This design comes from an exercise in tuning for small area, a short achievable clock period and few clock cycles on the open sky130 flow, not from production work. Function was checked by simulation only, so behaviour that the tests miss may differ from the original.

## flow/run.sh

```bash
#!/bin/bash
# synth_recipe.tcl (not shown) runs the flow's synth.tcl, then flattens the netlist and writes it again
# the make line also repeats each setting of config.mk as NAME=value (left out here)
make -C /OpenROAD-flow-scripts/flow DESIGN_CONFIG=/design/flow/config.mk WORK_HOME=/design/flow/orfs CLKGATE_MAP_FILE= SYNTH_SCRIPT=/design/flow/synth_recipe.tcl finish
```

## flow/config.mk

```make
export PLATFORM = sky130hd
export DESIGN_NAME = roulette_wheel_selector_top
export DESIGN_NICKNAME = roulette_wheel_selector_top
export VERILOG_FILES = /design/flow/design.v
export SDC_FILE = /design/flow/constraint.sdc
export NUM_CORES = 4
export LEC_CHECK = 0
export CAP_MARGIN = 20
export CORE_MARGIN = 2
export CORE_UTILIZATION = 40
export PLACE_DENSITY = 0.6
export SLEW_MARGIN = 20
```

## flow/constraint.sdc

```tcl
create_clock -name core_clock -period 10.0 [get_ports {clk}]
set_input_delay 2.0000 -clock core_clock [delete_from_list [all_inputs] [get_ports {clk}]]
set_output_delay 2.0000 -clock core_clock [all_outputs]
set_load 0.01 [all_outputs]
```

## flow/design.v

```verilog
package rws_pkg;
	localparam int MAX_POP_DEF   = 64;
	localparam int COST_BITS_DEF = 32;
	localparam int IDX_W         = 8;
	localparam int COST_IN_W     = 32;
	localparam int FRAC_W        = 16;
	localparam int CNT_W         = 9;
	localparam int MODE_W        = 2;
	localparam int POP_W         = 9;
	localparam int CFG_W         = 9;
	localparam int CFG_IDX_W     = 1;
	localparam int TOTAL_W       = 40;
	localparam int PTR_W         = TOTAL_W + FRAC_W;
	localparam int DIV_STEPS     = PTR_W;
	localparam int DCNT_W        = $clog2(DIV_STEPS + 1);
	typedef enum logic [1:0] {
		OP_LOAD = 2'd0,
		OP_PREP = 2'd1,
		OP_SEL  = 2'd2,
		OP_NONE = 2'd3
	} op_t;
	localparam logic [MODE_W-1:0] MODE_ROUL = 2'd0;
	localparam logic [MODE_W-1:0] MODE_SUS  = 2'd1;
	localparam logic [MODE_W-1:0] MODE_RANK = 2'd2;
	localparam logic [CFG_IDX_W-1:0] REG_MODE = 1'd0;
	localparam logic [CFG_IDX_W-1:0] REG_POP  = 1'd1;
	typedef struct packed {
		logic capture;
		logic mem_wr;
		logic walk_init;
		logic for_select;
		logic sum_step;
		logic walk_step;
		logic mul;
		logic div_start;
		logic div_src_ptr;
		logic div_step;
		logic set_step;
		logic set_ptr;
		logic out_load;
	} cmd_t;
	typedef struct packed {
		logic at_end;
		logic walk_done;
		logic div_done;
		logic out_busy;
	} stat_t;
endpackage
import rws_pkg::*;
module rws_ctrl (
	input  logic       clk,
	input  logic       arst_n,
	input  logic       in_valid,
	input  logic [1:0] in_opcode,
	output logic       in_ready,
	input  rws_pkg::stat_t      st,
	output rws_pkg::cmd_t       cmd
);
	typedef enum logic [3:0] {
		S_IDLE, S_PINIT, S_SUM, S_PMUL, S_DIV1, S_DIV2,
		S_MUL, S_WINIT, S_WALK, S_HOLD
	} state_t;
	state_t state_q, state_d;
	rws_pkg::op_t op;
	logic   accept;
	assign op       = rws_pkg::op_t'(in_opcode);
	assign in_ready = (state_q == S_IDLE);
	assign accept   = in_valid && in_ready;
	always_comb begin
		cmd     = '0;
		state_d = state_q;
		unique case (state_q)
			S_IDLE: begin
				cmd.capture = accept;
				cmd.mem_wr  = accept && (op == OP_LOAD);
				if (accept && op == OP_PREP) state_d = S_PINIT;
				if (accept && op == OP_SEL)  state_d = S_MUL;
			end
			S_PINIT: begin
				cmd.walk_init = 1'b1;
				state_d = S_SUM;
			end
			S_SUM: begin
				cmd.sum_step = 1'b1;
				if (st.at_end) state_d = S_PMUL;
			end
			S_PMUL: begin
				cmd.mul       = 1'b1;
				cmd.div_start = 1'b1;
				state_d = S_DIV1;
			end
			S_DIV1: begin
				cmd.div_step = 1'b1;
				if (st.div_done) begin
					cmd.set_step    = 1'b1;
					cmd.div_start   = 1'b1;
					cmd.div_src_ptr = 1'b1;
					state_d = S_DIV2;
				end
			end
			S_DIV2: begin
				cmd.div_step = 1'b1;
				if (st.div_done) begin
					cmd.set_ptr = 1'b1;
					state_d = S_IDLE;
				end
			end
			S_MUL: begin
				cmd.mul = 1'b1;
				state_d = S_WINIT;
			end
			S_WINIT: begin
				cmd.walk_init  = 1'b1;
				cmd.for_select = 1'b1;
				state_d = S_WALK;
			end
			S_WALK: begin
				cmd.walk_step = 1'b1;
				if (st.walk_done) state_d = S_HOLD;
			end
			S_HOLD: begin
				if (!st.out_busy) begin
					cmd.out_load = 1'b1;
					state_d = S_IDLE;
				end
			end
			default: state_d = S_IDLE;
		endcase
	end
	always_ff @(posedge clk or negedge arst_n) begin
		if (!arst_n) begin
			state_q <= S_IDLE;
		end else begin
			state_q <= state_d;
		end
	end
endmodule
import rws_pkg::*;
module rws_dp #(
	parameter int MAX_POPULATION = rws_pkg::MAX_POP_DEF,
	parameter int COST_BITS      = rws_pkg::COST_BITS_DEF
) (
	input  logic                 clk,
	input  logic                 arst_n,
	input  rws_pkg::cmd_t                 cmd,
	output rws_pkg::stat_t                st,
	input  logic [rws_pkg::IDX_W-1:0]     in_idx,
	input  logic [rws_pkg::COST_IN_W-1:0] in_cost,
	input  logic [rws_pkg::FRAC_W-1:0]    in_frac,
	input  logic [rws_pkg::CNT_W-1:0]     in_cnt,
	input  logic                 cfg_we,
	input  logic [rws_pkg::CFG_IDX_W-1:0] cfg_index,
	input  logic [rws_pkg::CFG_W-1:0]     cfg_data,
	input  logic                 out_ready,
	output logic                 out_valid,
	output logic [rws_pkg::IDX_W-1:0]     out_sel,
	output logic                 out_past
);
	localparam int AW = $clog2(MAX_POPULATION);
	localparam int NW = $clog2(MAX_POPULATION + 1);
	logic [COST_BITS-1:0] mem [MAX_POPULATION];
	logic [COST_BITS-1:0] rdata_q;
	logic [AW-1:0]        rd_addr;
	logic [MODE_W-1:0]  mode_q;
	logic [POP_W-1:0]   pop_q;
	logic [TOTAL_W-1:0] total_q, srun_q, run_q;
	logic [PTR_W-1:0]   step_q, ptr_q, target_q, prod_q, quo_q;
	logic [NW-1:0]      spos_q, pos_q;
	logic [FRAC_W-1:0]  r_q;
	logic [CNT_W-1:0]   cnt_q, rem_q;
	logic [DCNT_W-1:0]  dcnt_q;
	logic [IDX_W-1:0]   pick_idx_q;
	logic               pick_past_q;
	logic [IDX_W-1:0]   res_idx_q;
	logic               res_past_q;
	logic               out_valid_q;
	logic [NW-1:0]      n_eff, init_pos, pos_inc;
	logic               samp, rank, found, at_end, walk_done, idx_ok;
	logic [TOTAL_W-1:0] weight, cand;
	logic [CNT_W:0]     trial;
	logic               ge;
	logic [PTR_W:0]     ptr_sum;
	always_comb begin
		if (pop_q == '0) begin
			n_eff = NW'(1);
		end else if (32'(pop_q) > MAX_POPULATION) begin
			n_eff = NW'(MAX_POPULATION);
		end else begin
			n_eff = NW'(pop_q);
		end
	end
	assign samp      = (mode_q == MODE_SUS);
	assign rank      = (mode_q == MODE_RANK);
	assign pos_inc   = pos_q + 1'b1;
	assign init_pos  = (cmd.for_select && samp) ? spos_q : '0;
	assign rd_addr   = cmd.walk_init ? init_pos[AW-1:0] : pos_inc[AW-1:0];
	assign idx_ok    = 32'(in_idx) < MAX_POPULATION;
	assign weight    = rank ? TOTAL_W'(n_eff - pos_q) : TOTAL_W'(rdata_q);
	assign cand      = run_q + weight;
	assign at_end    = pos_q >= n_eff;
	assign found     = !at_end && ({cand, {FRAC_W{1'b0}}} >= target_q);
	assign walk_done = at_end || found;
	assign trial     = {rem_q, quo_q[PTR_W-1]};
	assign ge        = trial >= {1'b0, cnt_q};
	assign ptr_sum   = {1'b0, ptr_q} + {1'b0, step_q};
	assign st.at_end    = at_end;
	assign st.walk_done = walk_done;
	assign st.div_done  = (dcnt_q == '0);
	assign st.out_busy  = out_valid_q && !out_ready;
	assign out_valid = out_valid_q;
	assign out_sel   = res_idx_q;
	assign out_past  = res_past_q;
	always_ff @(posedge clk) begin
		if (cmd.mem_wr && idx_ok) begin
			mem[AW'(in_idx)] <= COST_BITS'(in_cost);
		end
		rdata_q <= mem[rd_addr];
	end
	always_ff @(posedge clk) begin
		if (cmd.capture) begin
			r_q   <= in_frac;
			cnt_q <= (in_cnt == '0) ? CNT_W'(1) : in_cnt;
		end
		if (cmd.walk_init) begin
			pos_q    <= init_pos;
			run_q    <= (cmd.for_select && samp) ? srun_q : '0;
			target_q <= samp ? ptr_q : prod_q;
		end else if ((cmd.sum_step && !at_end) || (cmd.walk_step && !walk_done)) begin
			run_q <= cand;
			pos_q <= pos_inc;
		end
		if (cmd.walk_step && walk_done) begin
			pick_idx_q  <= found ? IDX_W'(pos_q) : IDX_W'(n_eff - 1'b1);
			pick_past_q <= !found;
		end
		if (cmd.out_load) begin
			res_idx_q  <= pick_idx_q;
			res_past_q <= pick_past_q;
		end
		if (cmd.mul) begin
			prod_q <= PTR_W'(r_q) * PTR_W'(total_q);
		end
		if (cmd.div_start) begin
			quo_q <= cmd.div_src_ptr ? prod_q : {total_q, {FRAC_W{1'b0}}};
			rem_q <= '0;
		end else if (cmd.div_step && dcnt_q != '0) begin
			rem_q <= ge ? CNT_W'(trial - {1'b0, cnt_q}) : CNT_W'(trial);
			quo_q <= {quo_q[PTR_W-2:0], ge};
		end
	end
	always_ff @(posedge clk or negedge arst_n) begin
		if (!arst_n) begin
			mode_q      <= MODE_ROUL;
			pop_q       <= POP_W'(256);
			total_q     <= '0;
			step_q      <= '0;
			ptr_q       <= '0;
			srun_q      <= '0;
			spos_q      <= '0;
			dcnt_q      <= '0;
			out_valid_q <= 1'b0;
		end else begin
			if (cfg_we && cfg_index == REG_MODE) mode_q <= cfg_data[MODE_W-1:0];
			if (cfg_we && cfg_index == REG_POP)  pop_q  <= cfg_data[POP_W-1:0];
			if (cmd.sum_step && at_end) total_q <= run_q;
			if (cmd.div_start) begin
				dcnt_q <= DCNT_W'(DIV_STEPS);
			end else if (cmd.div_step && dcnt_q != '0) begin
				dcnt_q <= dcnt_q - 1'b1;
			end
			if (cmd.set_step) step_q <= quo_q;
			if (cmd.set_ptr) begin
				ptr_q  <= quo_q;
				srun_q <= '0;
				spos_q <= '0;
			end
			if (cmd.walk_step && walk_done && samp) begin
				spos_q <= pos_q;
				srun_q <= run_q;
				ptr_q  <= ptr_sum[PTR_W] ? {PTR_W{1'b1}} : ptr_sum[PTR_W-1:0];
			end
			if (cmd.out_load) begin
				out_valid_q <= 1'b1;
			end else if (out_ready) begin
				out_valid_q <= 1'b0;
			end
		end
	end
endmodule
import rws_pkg::*;
module roulette_wheel_selector_top #(
	parameter int MAX_POPULATION = rws_pkg::MAX_POP_DEF,
	parameter int COST_BITS      = rws_pkg::COST_BITS_DEF
) (
	input  logic                 clk,
	input  logic                 arst_n,
	input  logic                 in_valid,
	output logic                 in_ready,
	input  logic [1:0]           in_opcode,
	input  logic [rws_pkg::IDX_W-1:0]     in_entry_index,
	input  logic [rws_pkg::COST_IN_W-1:0] in_cost_value,
	input  logic [rws_pkg::FRAC_W-1:0]    in_random_fraction,
	input  logic [rws_pkg::CNT_W-1:0]     in_selection_count,
	output logic                 out_valid,
	input  logic                 out_ready,
	output logic [rws_pkg::IDX_W-1:0]     out_selected_index,
	output logic                 out_ran_past_end,
	input  logic                 cfg_we,
	input  logic [rws_pkg::CFG_IDX_W-1:0] cfg_index,
	input  logic [rws_pkg::CFG_W-1:0]     cfg_data
);
	rws_pkg::cmd_t  cmd;
	rws_pkg::stat_t st;
	rws_ctrl u_ctrl (
		.clk       (clk),
		.arst_n    (arst_n),
		.in_valid  (in_valid),
		.in_opcode (in_opcode),
		.in_ready  (in_ready),
		.st        (st),
		.cmd       (cmd)
	);
	rws_dp #(
		.MAX_POPULATION (MAX_POPULATION),
		.COST_BITS      (COST_BITS)
	) u_dp (
		.clk       (clk),
		.arst_n    (arst_n),
		.cmd       (cmd),
		.st        (st),
		.in_idx    (in_entry_index),
		.in_cost   (in_cost_value),
		.in_frac   (in_random_fraction),
		.in_cnt    (in_selection_count),
		.cfg_we    (cfg_we),
		.cfg_index (cfg_index),
		.cfg_data  (cfg_data),
		.out_ready (out_ready),
		.out_valid (out_valid),
		.out_sel   (out_selected_index),
		.out_past  (out_ran_past_end)
	);
endmodule
```

==> flow_metrics.env <==
export IMPL_placed_cell_area_mm2=0.133
export IMPL_reg2reg_setup_slack_ps=660
export IMPL_tritoncts="built"
export IMPL_period_needed_ps=9340
export IMPL_crit_path_max_incr_delay_ps=550
export IMPL_buffers_inserted_by_post_cts_timing_repair=0
export IMPL_synthDominantCellAreaShare=0.544
export IMPL_ant_nets=0
export IMPL_post_synth_instance_area_mm2=0.127
export IMPL_ys_warn_count=2
export IMPL_vias=86100
export IMPL_timing_clock_skew_ps=94.8
export IMPL_cts_reportedPaths_clkPinSlew_ps=60
export IMPL_wl_met1_um=155000
export IMPL_layout_nets=11400
export IMPL_hold_buffers=0
export IMPL_timing_worst_slew_pin_value_ps=1200
export IMPL_ys_flop_type="sky130_fd_sc_hd__edfxtp_1"
export IMPL_synthXorXnorAreaFrac=0.0111
export IMPL_utilization=0.447
export IMPL_dr_wl_met3_um=33300
export IMPL_ys_types=87
export IMPL_run_status="timing/DRC/antenna clean"
export IMPL_maxClockFrequency_ghz=0.107
export IMPL_drv_cap=0
export IMPL_area_growth_synth_to_final_pct=11.5
export IMPL_critPathMaxFanout=56
export IMPL_design_area_mm2=0.142
export IMPL_critical_path_slowest_cell="sky130_fd_sc_hd__or4_1"
export IMPL_overflow=0
export IMPL_synth_mux_area_frac=0.0336
export IMPL_maximum_number_of_pins_on_one_net_before_global_route_repair=172
export IMPL_multi_input_comb_area_mm2=0.0474
export IMPL_yosys_top_cells_area="sky130_fd_sc_hd__edfxtp_1 54%, sky130_fd_sc_hd__fa_1 8.4%, sky130_fd_sc_hd__nand2_1 7.9%"
export IMPL_routed_wire_length_per_instance_um=25.8
export IMPL_core_area_mm2=0.317
export IMPL_ctsRootBufferMaster="sky130_fd_sc_hd__clkbuf_16"
export IMPL_synth_largest_area_cell="sky130_fd_sc_hd__edfxtp_1"
export IMPL_place_congestion=0.918
export IMPL_critPathArrivalTime_ps=10050
export IMPL_synthCells=10600
export IMPL_post_dp_hpwl_um=229000
export IMPL_path_class="flip-flop to flip-flop"
export IMPL_detail_route_first_pass_iterations=6
export IMPL_start_util=0.401
export IMPL_drt_vias_per_instance=5.76
export IMPL_fin_crit_sh=0.934
export IMPL_worst_setup_path_end_kind="flip-flop"
export IMPL_worstHoldPathType="flip-flop to flip-flop"
export IMPL_detail_route_iter0_violations=10200
export IMPL_total_routing_resource_utilization_after_global_routing=0.234
export IMPL_die_height_um=568
export IMPL_fillerInstances=28500
export IMPL_clock_latency_on_the_worst_skew_pair_ps=930
export IMPL_cts_sink_count=2568
export IMPL_critPathMostFrequentCell="sky130_fd_sc_hd__a21oi_1"
export IMPL_synth_seq_area_share=0.594
export IMPL_cts_resized=0
export IMPL_topRoutingLayerUsed="met5"
export IMPL_route_detailed_drc=0
export IMPL_number_of_synthesized_flops_with_an_enable_pin=2306
export IMPL_ff_latch_area_mm2=0.0756
export IMPL_worst_endpoint_required_ps=10700
export IMPL_cts_buffers=282
export IMPL_yosys_top_cells_count="2,670 x sky130_fd_sc_hd__nand2_1, 2,306 x sky130_fd_sc_hd__edfxtp_1, 595 x sky130_fd_sc_hd__inv_1"
export IMPL_final_setup_viol_count=0
export IMPL_synth_simple_gate_area_share=0.135
export IMPL_clock_tree_buffer_depth=4
export IMPL_horizontal_extent_of_the_die_um=568
export IMPL_antenna_found_initial=20
export IMPL_yosys_register_bits=2568
export IMPL_worst_slack_ps=657
export IMPL_htreeDepth=5
export IMPL_largest_family_of_logic_cells_by_synthesized_area="simple AND/OR/NAND/NOR gates"
export IMPL_slew_violations=0
export IMPL_std_cell_rows=207
export IMPL_synth_most_common_cell="sky130_fd_sc_hd__nand2_1"
export IMPL_slew_limit_headroom=0.196
export IMPL_syn_area_per_cell_um2=12.0
export IMPL_setup_tns_final_ps=0
export IMPL_async_set_or_reset_register_ratio_after_synthesis=0.0861
export IMPL_num_io_pins=93
export IMPL_synth_compound_area_share=0.0749
export IMPL_global_route_wire_length_before_repair_um=567000
export IMPL_timing_final_hold_violations=0
export IMPL_rsz0062_at_grt="no"
export IMPL_area_of_the_die_mm2=0.323
export IMPL_wl_met2_um=183000
export IMPL_drive_above_1_share=0.0787
export IMPL_syn_num_nets=11500
export IMPL_crit_path_start_kind="flip-flop"
export IMPL_placement_io_buffers=92
export IMPL_dpl_worst_slack_ps=763
export IMPL_synth_fa_ha_area_frac=0.112
export IMPL_finalWirelength_um=386000
export IMPL_first_global_vias=86000
[critical path, delay by kind of cell, from the launching register on]
family | cells | cell delay (ps)
AOI/OAI and AO/OA | 16 | 3930
and+or+nand+nor | 12 | 2600
buffers and inverters | 5 | 1180
adders and majority gates | 3 | 840
DFF | 1 | 400
xor gates and xnor gates | 1 | 190
[path summary, 6_finish.rpt]
path,start,endpoint,cells past startpoint
worst max-delay path,u_dp.pop_q[1],u_dp.ptr_q[36],37
worst min-delay path,u_dp.pick_past_q,u_dp.res_past_q,0
worst max register to register,u_dp.pop_q[1],u_dp.ptr_q[36],37
worst min register to register,u_dp.pick_past_q,u_dp.res_past_q,0
max in group asynchronous,arst_n,u_dp.total_q[33],2
min in group asynchronous,arst_n,u_dp.out_valid_q,1
[registers in the layout, summed over array words and instances, names as in the netlist, 32 cells and up]
| signal | cells |
|---|---|
| u_dp.mem | 2048 |
| u_dp.prod_q | 56 |
| u_dp.ptr_q | 56 |
| u_dp.quo_q | 56 |
| u_dp.rdata_q | 32 |
| u_dp.run_q | 40 |
| u_dp.srun_q | 40 |
| u_dp.step_q | 56 |
| u_dp.target_q | 56 |
| u_dp.total_q | 40 |
[logic make-up (layout without fill, tap and decap cells)]
family                   count (synthesis)  in the layout
AND/OR/NAND/NOR                       4020           4020
flip-flops                            2568           2568
AO/OA/AOI/OAI                         1455           1455
buffers and inverters                 1262           1386
adder cells (fa/ha/maj)                816            816
multiplexers                           347            347
XOR/XNOR                               161            161
other                                    1             13
[per-layer routing]
layer | GRT usage | up-vias
li1 | - | 37400
met1 | 0.316 | 44000
met2 | 0.385 | 4021
met3 | 0.0378 | 708
met4 | 0.0772 | 10
met5 | 0 | -
[area by class of cell]
cell class	instances	share of cell area
Sequential cell	2568	0.533
Multi-Input combinational cell	6800	0.334
Clock buffer	373	0.0544
Tap cell	4180	0.0368
Timing Repair Buffer	289	0.0181
Inverter	597	0.0159
Clock inverter	127	0.00846
Antenna cell	12	0.000212
[stage by stage]
| step | instances | hold WS, ps |
|---|---|---|
| 2_1_floorplan | 10600 | 400 |
| 3_3_place_gp | 14400 | 411 |
| 3_5_place_dp | 14400 | 405 |
| 4_1_cts | 14900 | 419 |
| 5_1_grt | 14900 | 437 |
| 6_report | 14900 | 417 |
[layout by cell type, fill, tap and decap left out, types with 66 or more instances in the layout]
master / instances
sky130_fd_sc_hd__xnor2_1: 97
sky130_fd_sc_hd__nor2_1: 134
sky130_fd_sc_hd__dfrtp_1: 220
sky130_fd_sc_hd__nand4_1: 92
sky130_fd_sc_hd__edfxtp_1: 2306
sky130_fd_sc_hd__nor3_1: 126
sky130_fd_sc_hd__buf_4: 203
sky130_fd_sc_hd__mux2i_1: 233
sky130_fd_sc_hd__nor2_4: 66
sky130_fd_sc_hd__a31oi_1: 83
sky130_fd_sc_hd__fa_1: 534
sky130_fd_sc_hd__a21o_1: 106
sky130_fd_sc_hd__clkbuf_1: 68
sky130_fd_sc_hd__a21oi_1: 501
sky130_fd_sc_hd__inv_1: 590
sky130_fd_sc_hd__clkbuf_16: 290
sky130_fd_sc_hd__nand2_1: 2668
sky130_fd_sc_hd__nand3_1: 550
sky130_fd_sc_hd__o221ai_1: 111
sky130_fd_sc_hd__and2_1: 188
sky130_fd_sc_hd__ha_1: 282
sky130_fd_sc_hd__o21ai_0: 199
Testbench counts, summed over its fixed seeds: cycles 44,268.

==> afterwards: timing with drivers on the ports <==
The results above use ideal ports. As a check the final layout listed here was re-extracted and re-timed, cells and wires unchanged.
Step 1 sets driving cells, clkbuf_16 on the clock port and buf_2 on the other inputs (assumed; they add their load-dependent delay and slew).
Step 2 also shifts input and output timing later by t, the mid clock arrival at the registers, as if the neighbouring blocks saw the same clock.
a / b / c = no drivers / after step 1 / after step 2; a / b = the first two.
t, ns: 0.981
setup WS [ns]: 0.657 / 0.657 / 0.657
hold WS [ns]: 0.417 / 0.417 / 0.417
worst setup path after step 2: register to register
After both steps this run still meets setup and hold. For this run, drivers alone change the setup slack by 0.000 ns; drivers and shift together by 0.000 ns.
